From an optimization exercise on the open Yosys and OpenROAD flow, aimed at small area; shortcuts taken in it are not production practice.
The RTL of this run was laid out without a check of its function.
Power and IR drop assume default switching activity.

### flow/run.sh
#!/bin/bash
# synth_recipe.tcl (not shown) runs the flow's synth.tcl, then flattens the netlist and writes it again
# the make line also repeats each setting of config.mk as NAME=value (left out here)
make -C /OpenROAD-flow-scripts/flow DESIGN_CONFIG=/design/flow/config.mk WORK_HOME=/design/flow/orfs CLKGATE_MAP_FILE= SYNTH_SCRIPT=/design/flow/synth_recipe.tcl finish
### flow/design.v
module tlb_assoc_param #(
    parameter int ENTRIES = 64,
    parameter int ASID_W  = 8,
    parameter int CNT_W   = 16
) (
    input  logic              i_clk,
    input  logic              i_rst,
    input  logic              i_lk_valid,
    input  logic [31:0]       i_lk_va,
    input  logic [ASID_W-1:0] i_lk_asid,
    output logic              o_rsp_valid,
    output logic              o_rsp_hit,
    output logic              o_rsp_asid_neq,
    output logic [31:0]       o_rsp_pa,
    output logic [3:0]        o_rsp_domain,
    output logic [1:0]        o_rsp_ap,
    output logic              o_rsp_apx,
    input  logic              i_wr,
    input  logic [1:0]        i_wr_type,
    input  logic [19:0]       i_wr_va,
    input  logic [19:0]       i_wr_pa,
    input  logic [ASID_W-1:0] i_wr_asid,
    input  logic              i_wr_global,
    input  logic [3:0]        i_wr_domain,
    input  logic [7:0]        i_wr_ap,
    input  logic              i_wr_apx,
    input  logic              i_inv_all,
    input  logic              i_inv_mva,
    input  logic              i_inv_asid,
    input  logic [19:0]       i_inv_va,
    input  logic [ASID_W-1:0] i_inv_asid_val,
    output logic              o_full,
    output logic [CNT_W-1:0]  o_hit_cnt,
    output logic [CNT_W-1:0]  o_miss_cnt
);
    localparam int IDX_W = (ENTRIES > 1) ? $clog2(ENTRIES) : 1;
    function automatic logic [19:0] page_mask(input logic [1:0] t);
        case (t)
            2'd0:    page_mask = 20'hFF000;
            2'd1:    page_mask = 20'hFFF00;
            2'd2:    page_mask = 20'hFFFF0;
            default: page_mask = 20'hFFFFF;
        endcase
    endfunction
    function automatic logic [1:0] select_ap(input logic [1:0] t, input logic [31:0] va,
                                             input logic [7:0] ap);
        logic [1:0] sub;
        case (t)
            2'd2:    sub = va[15:14];
            2'd3:    sub = va[11:10];
            default: sub = 2'd3;
        endcase
        case (sub)
            2'd0:    select_ap = ap[1:0];
            2'd1:    select_ap = ap[3:2];
            2'd2:    select_ap = ap[5:4];
            default: select_ap = ap[7:6];
        endcase
    endfunction
    logic [ENTRIES-1:0] valid_q, valid_d;
    logic [1:0]         type_q   [ENTRIES];
    logic [19:0]        va_q     [ENTRIES];
    logic [19:0]        pa_q     [ENTRIES];
    logic [ASID_W-1:0]  asid_q   [ENTRIES];
    logic               global_q [ENTRIES];
    logic [3:0]         domain_q [ENTRIES];
    logic [7:0]         ap_q     [ENTRIES];
    logic               apx_q    [ENTRIES];
    logic [IDX_W-1:0]   ptr_q, ptr_d;
    logic [ENTRIES-1:0] lk_tag_hit, lk_asid_ok, lk_hit_vec, inv_mva_hit, inv_asid_hit;
    for (genvar gi = 0; gi < ENTRIES; gi++) begin : g_cmp
        logic [19:0] mask;
        assign mask              = page_mask(type_q[gi]);
        assign lk_tag_hit[gi]    = valid_q[gi] && ((i_lk_va[31:12] & mask) == va_q[gi]);
        assign lk_asid_ok[gi]    = global_q[gi] || (asid_q[gi] == i_lk_asid);
        assign inv_mva_hit[gi]   = valid_q[gi] && ((i_inv_va & mask) == va_q[gi])
                                   && (global_q[gi] || (asid_q[gi] == i_inv_asid_val));
        assign inv_asid_hit[gi]  = valid_q[gi] && !global_q[gi] && (asid_q[gi] == i_inv_asid_val);
    end
    assign lk_hit_vec = lk_tag_hit & lk_asid_ok;
    logic             any_hit, any_free, inv_any, blocked, wr_en;
    logic [IDX_W-1:0] hit_idx, free_idx, wr_idx;
    assign any_hit  = |lk_hit_vec;
    assign any_free = ~&valid_q;
    assign inv_any  = i_inv_all | i_inv_mva | i_inv_asid;
    assign blocked  = inv_any | i_wr;
    assign wr_en    = i_wr & ~inv_any;
    assign wr_idx   = any_free ? free_idx : ptr_q;
    always_comb begin
        hit_idx  = '0;
        free_idx = '0;
        for (int i = ENTRIES - 1; i >= 0; i--) begin
            if (lk_hit_vec[i]) hit_idx = IDX_W'(i);
            if (!valid_q[i])   free_idx = IDX_W'(i);
        end
    end
    logic [19:0] sel_mask;
    logic [31:0] sel_pa;
    logic [1:0]  sel_ap;
    logic        rsp_hit_d, rsp_neq_d;
    always_comb begin
        sel_mask  = page_mask(type_q[hit_idx]);
        sel_pa    = {pa_q[hit_idx] | (i_lk_va[31:12] & ~sel_mask), i_lk_va[11:0]};
        sel_ap    = select_ap(type_q[hit_idx], i_lk_va, ap_q[hit_idx]);
        rsp_hit_d = i_lk_valid & ~blocked & any_hit;
        rsp_neq_d = i_lk_valid & ~blocked & ~any_hit & |(lk_tag_hit & ~lk_asid_ok);
    end
    always_comb begin
        valid_d = valid_q;
        ptr_d   = ptr_q;
        if (i_inv_all) begin
            valid_d = '0;
            ptr_d   = '0;
        end else if (i_inv_mva) begin
            valid_d = valid_q & ~inv_mva_hit;
        end else if (i_inv_asid) begin
            valid_d = valid_q & ~inv_asid_hit;
        end else if (i_wr) begin
            valid_d[wr_idx] = 1'b1;
            if (!any_free) ptr_d = ptr_q + 1'b1;
        end
    end
    always_ff @(posedge i_clk) begin
        if (i_rst) begin
            valid_q <= '0;
            ptr_q   <= '0;
            o_full  <= 1'b0;
        end else begin
            valid_q <= valid_d;
            ptr_q   <= ptr_d;
            o_full  <= &valid_d;
        end
    end
    for (genvar gi = 0; gi < ENTRIES; gi++) begin : g_store
        always_ff @(posedge i_clk) begin
            if (wr_en && (wr_idx == IDX_W'(gi))) begin
                type_q[gi]   <= i_wr_type;
                va_q[gi]     <= i_wr_va & page_mask(i_wr_type);
                pa_q[gi]     <= i_wr_pa & page_mask(i_wr_type);
                asid_q[gi]   <= i_wr_asid;
                global_q[gi] <= i_wr_global;
                domain_q[gi] <= i_wr_domain;
                ap_q[gi]     <= i_wr_ap;
                apx_q[gi]    <= i_wr_apx;
            end
        end
    end
    always_ff @(posedge i_clk) begin
        if (i_rst) begin
            o_rsp_valid    <= 1'b0;
            o_rsp_hit      <= 1'b0;
            o_rsp_asid_neq <= 1'b0;
            o_rsp_pa       <= '0;
            o_rsp_domain   <= '0;
            o_rsp_ap       <= '0;
            o_rsp_apx      <= 1'b0;
        end else begin
            o_rsp_valid    <= i_lk_valid;
            o_rsp_hit      <= rsp_hit_d;
            o_rsp_asid_neq <= rsp_neq_d;
            if (rsp_hit_d) begin
                o_rsp_pa     <= sel_pa;
                o_rsp_domain <= domain_q[hit_idx];
                o_rsp_ap     <= sel_ap;
                o_rsp_apx    <= apx_q[hit_idx];
            end
        end
    end
    always_ff @(posedge i_clk) begin
        if (i_rst) begin
            o_hit_cnt  <= '0;
            o_miss_cnt <= '0;
        end else if (i_lk_valid) begin
            if (rsp_hit_d) begin
                if (o_hit_cnt != '1) o_hit_cnt <= o_hit_cnt + 1'b1;
            end else begin
                if (o_miss_cnt != '1) o_miss_cnt <= o_miss_cnt + 1'b1;
            end
        end
    end
endmodule
### flow/config.mk
export PLATFORM = sky130hd
export DESIGN_NAME = tlb_assoc_param
export DESIGN_NICKNAME = tlb_assoc_param
export VERILOG_FILES = /design/flow/design.v
export SDC_FILE = /design/flow/constraint.sdc
export NUM_CORES = 4
export LEC_CHECK = 0
export CAP_MARGIN = 20
export CORE_MARGIN = 2
export CORE_UTILIZATION = 20
export PLACE_DENSITY = 0.25
export SETUP_SLACK_MARGIN = 0.2
export SLEW_MARGIN = 20
### flow/constraint.sdc
create_clock -name core_clock -period 10.0 [get_ports {i_clk}]
set_input_delay 2.0000 -clock core_clock [delete_from_list [all_inputs] [get_ports {i_clk}]]
set_output_delay 2.0000 -clock core_clock [all_outputs]
set_load 0.01 [all_outputs]
==> flow_summary.yaml <==
status:
  run_status: "finished clean"
timing:
  hold_viol: 0
  relSlewSlack_pct: 7.06
  tns_ns: 0
  worstMarginPinSlew_ns: 1.39
  fin_hold_ws_ns: 0.454
  setup_viol: 0
  fmax_ghz: 0.105
  setup_ws_ns: 0.490
  drv_slew: 0
  fin_crit_sh_pct: 95.1
  min_period_ns: 9.51
  skew_ns: 0.0682
  rsz0062_at_grt: "no"
final_layout:
  nets: 17800
  area_delta_synth_final_pct: 24.7
  drive_gt1_share_pct: 16.2
  design_area_sq_mm: 0.254
critical_path:
  path_class: "in2reg"
  crit_arrival_ns: 10.50
  cp-start-kind: "input pin"
  crit_fanout: 13
  r2r_end: "o_rsp_pa[23]"
  r2r-start: "type_q[12][1]"
  slowest_delay_ns: 0.90
  crit_top_cell: "buf_4"
  critPathCaptureType: "flip-flop"
  worstRegToRegCells: 32
  cpMaxStageDelayCell: "a21oi_1"
  worstPathRequired_ns: 10.99
  r2r_slack_ns: 1.04
cts:
  clkTransAtPathRegs_ns: 0.06
  postCtsHoldBufs: 0
  postCtsResizedCells: 0
  clockBufferDepth: 5
  insertion_delay_ns: 1.09
  cts_buffers: 592
  cts_htree_levels: 6
  cts_root_buf: "clkbuf_16"
  tritoncts: "built"
  cts.sinks: 4241
  post_cts_buffers: 0
run:
  max_cap_violations: 0
synthesis:
  synth.area.top_cells: "edfxtp_1 60%, xor2_1 5.5%, xnor2_1 4.6%"
  netlist_area_sq_mm: 0.204
  yosysMostFrequentCell: "edfxtp_1"
  yosys_warnings: 9
  syn_inst: 16200
  synth_edf_count: 4096
  avgSynthCellArea_sq_um: 12.6
  ys_seq_area_share_pct: 61.7
  syn_nets: 16400
  synth_top_cell_area_share_pct: 60.3
  synth_top_area_cell: "edfxtp_1"
  synthTopCellsByCount: "4096 x edfxtp_1, 1289 x xor2_1, 1071 x xnor2_1"
  async_flop_share_pct: 0
  ys_types: 114
  synth_flop_cell: "edfxtp_1"
  synth_seq_cells: 4241
placed_design:
  place_ws_ns: -0.541
  place_area_sq_mm: 0.236
  port_buffers: 213
  dp_hpwl_um: 1060000
  gp_congestion: 0.932
detailed_routing:
  route.detailed.drc: 0
  drt-pass1-iter-count: 8
  totalWireLength_um: 1530000
  drtIter0Drc: 22800
  num_vias: 167000
  via_per_inst: 5.19
  antenna_left: 0
  wl_per_cell_um: 47.7
power_and_ir_drop:
  total_power_w: 0.0432
  powerDensity_mw_per_mm2: 170
  p_leak_nw: 80.3
  ir_drop_mv: 0.129
global_route:
  grt_overflow: 0
  grt_pass1_vias: 158000
  antenna_found_initial: 304
  grt_max_degree: 73
  grt_usage_pct: 28.7
  grt_pass1_wl_um: 1900000
floorplan:
  pin_count: 214
  core_sq_mm: 1.02
  die_y_um: 1010
  dieArea_sq_mm: 1.03
  fp.dieW_um: 1010
  initial_core_util_pct: 20.0
  rows: 371
hold_path:
  min_to: "o_rsp_pa[6]"
  hold_depth: 2
  hold_start: "o_rsp_pa[6]"
  hp-class: "reg2reg"
==> logic make-up after synthesis <==
group / after synthesis / share of synthesized area (%)
simple gates: 4327 / 10.9
flops: 4241 / 61.7
compound gates: 3859 / 14.1
xor+xnor: 2360 / 10.1
buf+inv: 1362 / 2.99
mux: 48 / 0.237
fa+ha+maj: 7 / 0.0429
==> cell type report <==
type                             count  area, sq um
Antenna cell                       358          896
Timing Repair Buffer              1910        17800
Fill cell                       107000       764000
Tap cell                         13600        17000
Sequential cell                   4241       126000
Clock inverter                     263         2000
Multi-Input combinational cell   10600        73700
Clock buffer                       767        15900
Inverter                           306         1190
==> power by group <==
group	internal [W]	switching, W
clock network	0.0118	0.00890
registers	0.0195	0.0000111
logic	0.000649	0.00232
total	0.0319	0.0112
==> cells in the final DEF (no fill, tap or decap), drive strengths merged, types with 71 or more instances in the layout <==
cell              n
a2111oi         181
a211oi           71
a21oi           468
a221oi          208
a222oi          197
a22o            214
a22oi           468
a31oi           181
and3             83
buf            1777
clkbuf          786
clkdlybuf4s50   113
clkinv          221
dfxtp           145
diode           358
edfxtp         4096
inv             317
nand2           947
nand2b          182
nand3           354
nand4           484
nor2           1008
nor2b           155
nor3            287
nor4            365
o2111ai         130
o21ai           535
o221ai           77
o22ai           252
o32ai           136
xnor2          1071
xor2           1289
==> state kept, by name (all words and copies together) (netlist names) <==
register / flops
pa_q: 1280
va_q: 1280
ap_q: 512
asid_q: 512
domain_q: 256
type_q: 128
apx_q: 64
global_q: 64
valid_q: 64
o_rsp_pa: 32
o_hit_cnt: 16
o_miss_cnt: 16
ptr_q: 6
o_rsp_domain: 4
o_rsp_ap: 2
o_full: 1
o_rsp_apx: 1
o_rsp_asid_neq: 1
o_rsp_hit: 1
o_rsp_valid: 1
==> critical path, delay by kind of cell <==
family	cells	cell delay [ns]
AOI/OAI and AO/OA	10	3.97
and+or+nand+nor	8	2.20
buffers and inverters	9	2.05
xor gates and xnor gates	1	0.19
==> metrics by stage <==
stage,instances,util (%)
3_3_place_gp,30700,23.1
5_1_grt,32000,24.9
3_5_place_dp,30700,23.1
6_report,32100,25.0
4_1_cts,31700,24.9
2_1_floorplan,16200,-
==> per-layer routing <==
metal  vias to the layer above  track usage [%]  part of all wire, %  wire length (um)
met5                         -                0               0.0050                76
met2                      8090             46.2                   46            699000
met3                      1785             3.70                  5.6             85700
li1                      66800                -                    -                 -
met1                     89800             37.9                   43            651000
met4                        12             14.8                  6.1             92600
==> worst max path at each step <==
| stage | startpoint | to | slack (ns) | cells after the start |
|---|---|---|---|---|
| global route | i_lk_va[25] | o_rsp_pa[27] | 0.39 | 30 |
| detailed placement | i_lk_va[30] | o_rsp_pa[27] | -0.54 | 25 |
| floorplan | i_lk_va[14] | o_rsp_ap[0] | 2.68 | 24 |
| finish | i_lk_asid[7] | o_rsp_pa[23] | 0.49 | 28 |
| CTS | i_lk_va[30] | o_rsp_pa[27] | 0.56 | 25 |
| global placement | i_lk_va[22] | o_rsp_pa[27] | -1.13 | 28 |

==> re-timing with driven ports <==
Ports are ideal in the flow. The routed layout listed here was re-timed in OpenROAD. Step 1, drivers: a clkbuf_16 drives i_clk and a buf_2 each remaining input, both assumed. Step 2 also shifts input and output timing later by t, the mid clock arrival at the registers, as if the neighbouring blocks saw the same clock. a / b / c = ideal ports / drivers / drivers and shift; a / b = the first two.
t, ns: 1.216
setup slack, ns: 0.490 / 0.559 / -0.656
worst hold slack (ns): 0.454 / 0.454 / 0.454
With both steps, setup timing fails in this run, where it was met with ideal ports. For this run, drivers alone change the setup slack by +0.069 ns; drivers and shift together by -1.146 ns.
